Source: an optimization exercise on an open RTL-to-GDS flow (aim: small area and few clock cycles per item). Production flows keep margins and buffers that such runs may drop.
The RTL was checked by simulation tests, not by an equivalence proof against the original design.
Power figures rest on the tool's default switching activity, not on a simulated workload.

## positional_insert_erase_list
module positional_insert_erase_list #(
  parameter int CAPACITY = 32
) (
  input  logic        clk,
  input  logic        rst,
  input  logic        s_tvalid,
  output logic        s_tready,
  input  logic [39:0] s_tdata,    
  input  logic [2:0]  s_tuser,    
  output logic        m_tvalid,
  input  logic        m_tready,
  output logic [39:0] m_tdata,    
  output logic [1:0]  m_tuser     
);
  localparam int CW   = $clog2(CAPACITY + 1);
  localparam int SW   = (CAPACITY > 1) ? $clog2(CAPACITY) : 1;
  localparam int CMPW = (CW > plie_pkg::PosW) ? CW : plie_pkg::PosW;
  localparam logic [CMPW-1:0] Cap = CMPW'(CAPACITY);
  localparam int Last = CAPACITY - 1;
  logic [CW-1:0]               cnt;
  logic [CW-1:0]               cnt_next;
  logic [CMPW-1:0]             cnt_ext;
  logic [CMPW-1:0]             pos_ext;
  logic [CMPW-1:0]             ins_pos;
  logic                        s_acc;
  logic                        full;
  logic                        empty;
  plie_pkg::op_t               op;
  plie_pkg::status_t           status_next;
  logic                        do_ins;
  logic                        do_era;
  logic                        rd_sel;
  ...
Size in the first run: roughly 2700 cells after synthesis, ~1200 flip-flops, about 91 I/O pins, roughly 45000 µm² of cells after synthesis.
==> flow/config.mk <==
export PLATFORM = sky130hd
export DESIGN_NAME = positional_insert_erase_list
export DESIGN_NICKNAME = positional_insert_erase_list
export VERILOG_FILES = /design/flow/design.v
export SDC_FILE = /design/flow/constraint.sdc
export NUM_CORES = 4
export LEC_CHECK = 0
export CAP_MARGIN = 20
export CORE_MARGIN = 2
export CORE_UTILIZATION = 60
export CTS_CLUSTER_DIAMETER = 70
export CTS_CLUSTER_SIZE = 30
export SLEW_MARGIN = 20
export SYNTH_HIERARCHICAL = 1
export SYNTH_MINIMUM_KEEP_SIZE = 0
==> flow/constraint.sdc <==
create_clock -name core_clock -period 5.0 [get_ports {clk}]
set_input_delay 1.0000 -clock core_clock [delete_from_list [all_inputs] [get_ports {clk}]]
set_output_delay 1.0000 -clock core_clock [all_outputs]
set_load 0.01 [all_outputs]
standard.sh (not shown) runs the stock make flow with config.mk's settings and CLKGATE_MAP_FILE= SYNTH_SCRIPT=/design/flow/synth_recipe.tcl, a recipe that flattens the netlist after the stock synthesis.
==> flow/flow/run.sh <==
#!/bin/bash
# The standard layout, with clock tree synthesis told not to add dummy loads
# (the cluster settings are those of config.mk). Each step's full output is
# in orfs/logs; the make run's own output goes to standard.log.
set -euo pipefail
export CTS_ARGS="-sink_clustering_enable -repair_clock_nets -sink_clustering_size 30 -sink_clustering_max_diameter 70 -dont_use_dummy_load"
bash standard.sh finish > standard.log 2>&1
The baseline ran to the end with violations: negative setup slack.
Testbench counts at the start, summed over its fixed seeds: cycles 6,408, items 6,400.
Rerun with:
==> flow/run.sh (new file) <==
#!/bin/bash
# synth_recipe.tcl (not shown) runs the flow's synth.tcl, then flattens the netlist and writes it again
# the make line also repeats each setting of config.mk as NAME=value (left out here)
make -C /OpenROAD-flow-scripts/flow DESIGN_CONFIG=/design/flow/config.mk WORK_HOME=/design/flow/orfs CLKGATE_MAP_FILE= SYNTH_SCRIPT=/design/flow/synth_recipe.tcl finish
removed: flow/flow/run.sh
removed: flow/standard.sh
What happened: This time the run completed with no timing, DRC or antenna violations. Worst hold slack stays flat. Total power went up by 4.3%. Via count hardly moves. Fmax went up by 1.8%. Global-route usage stays flat. Utilization went up by 0.53 points. First-iteration DRC count went up by 0.59%. Synthesized cell count stays the same. Wire length stays flat. Non-clock buffer count went down by 4.
Rerun with:
==> flow/flow/run.sh (new file) <==
#!/bin/bash
# The standard layout, with two changes: clock tree synthesis adds no dummy
# loads (the cluster settings are those of config.mk), and the port buffers
# are buf_1 cells. Each step's full output is in orfs/logs; the make run's
# own output goes to standard.log.
set -euo pipefail
export CTS_ARGS="-sink_clustering_enable -repair_clock_nets -sink_clustering_size 30 -sink_clustering_max_diameter 70 -dont_use_dummy_load"
export BUFFER_PORTS_ARGS="-buffer_cell sky130_fd_sc_hd__buf_1"
bash standard.sh finish > standard.log 2>&1
==> flow/standard.sh (new file) <==
#!/bin/bash
# synth_recipe.tcl (not shown) runs the flow's synth.tcl, then flattens the netlist and writes it again
# the make line also repeats each setting of config.mk as NAME=value (left out here)
make -C /OpenROAD-flow-scripts/flow DESIGN_CONFIG=/design/flow/config.mk WORK_HOME=/design/flow/orfs CLKGATE_MAP_FILE= SYNTH_SCRIPT=/design/flow/synth_recipe.tcl "${@:-finish}"
removed: flow/run.sh
The new run finished clean.
Via count hardly moves.
Count of clock-buffer cells in the layout is lower by 7.
Non-clock buffer count came out lower by 5.

-- separate check: timing with driven ports --
Ports are ideal in the flow. The routed layouts listed here were re-timed in OpenROAD.
Step 1 assumes that a clkbuf_16 drives the clock port and a buf_2 every other input.
Step 2 also shifts input and output timing later by t, the mid clock arrival at the registers, as if the neighbouring blocks saw the same clock.
Three values: no drivers, after step 1, after step 2; two values: the first two.
| run | shift t [ns] | setup WS [ns] | worst register clock-pin slew, ns |
|---|---|---|---|
| the first run | 0.702 | -0.031 / -0.099 / 0.051 | 0.11 / 0.11 |
| the second run | 0.728 | 0.059 / -0.010 / 0.093 | 0.11 / 0.11 |
| the third run | 0.699 | 0.044 / -0.026 / 0.357 | 0.11 / 0.11 |
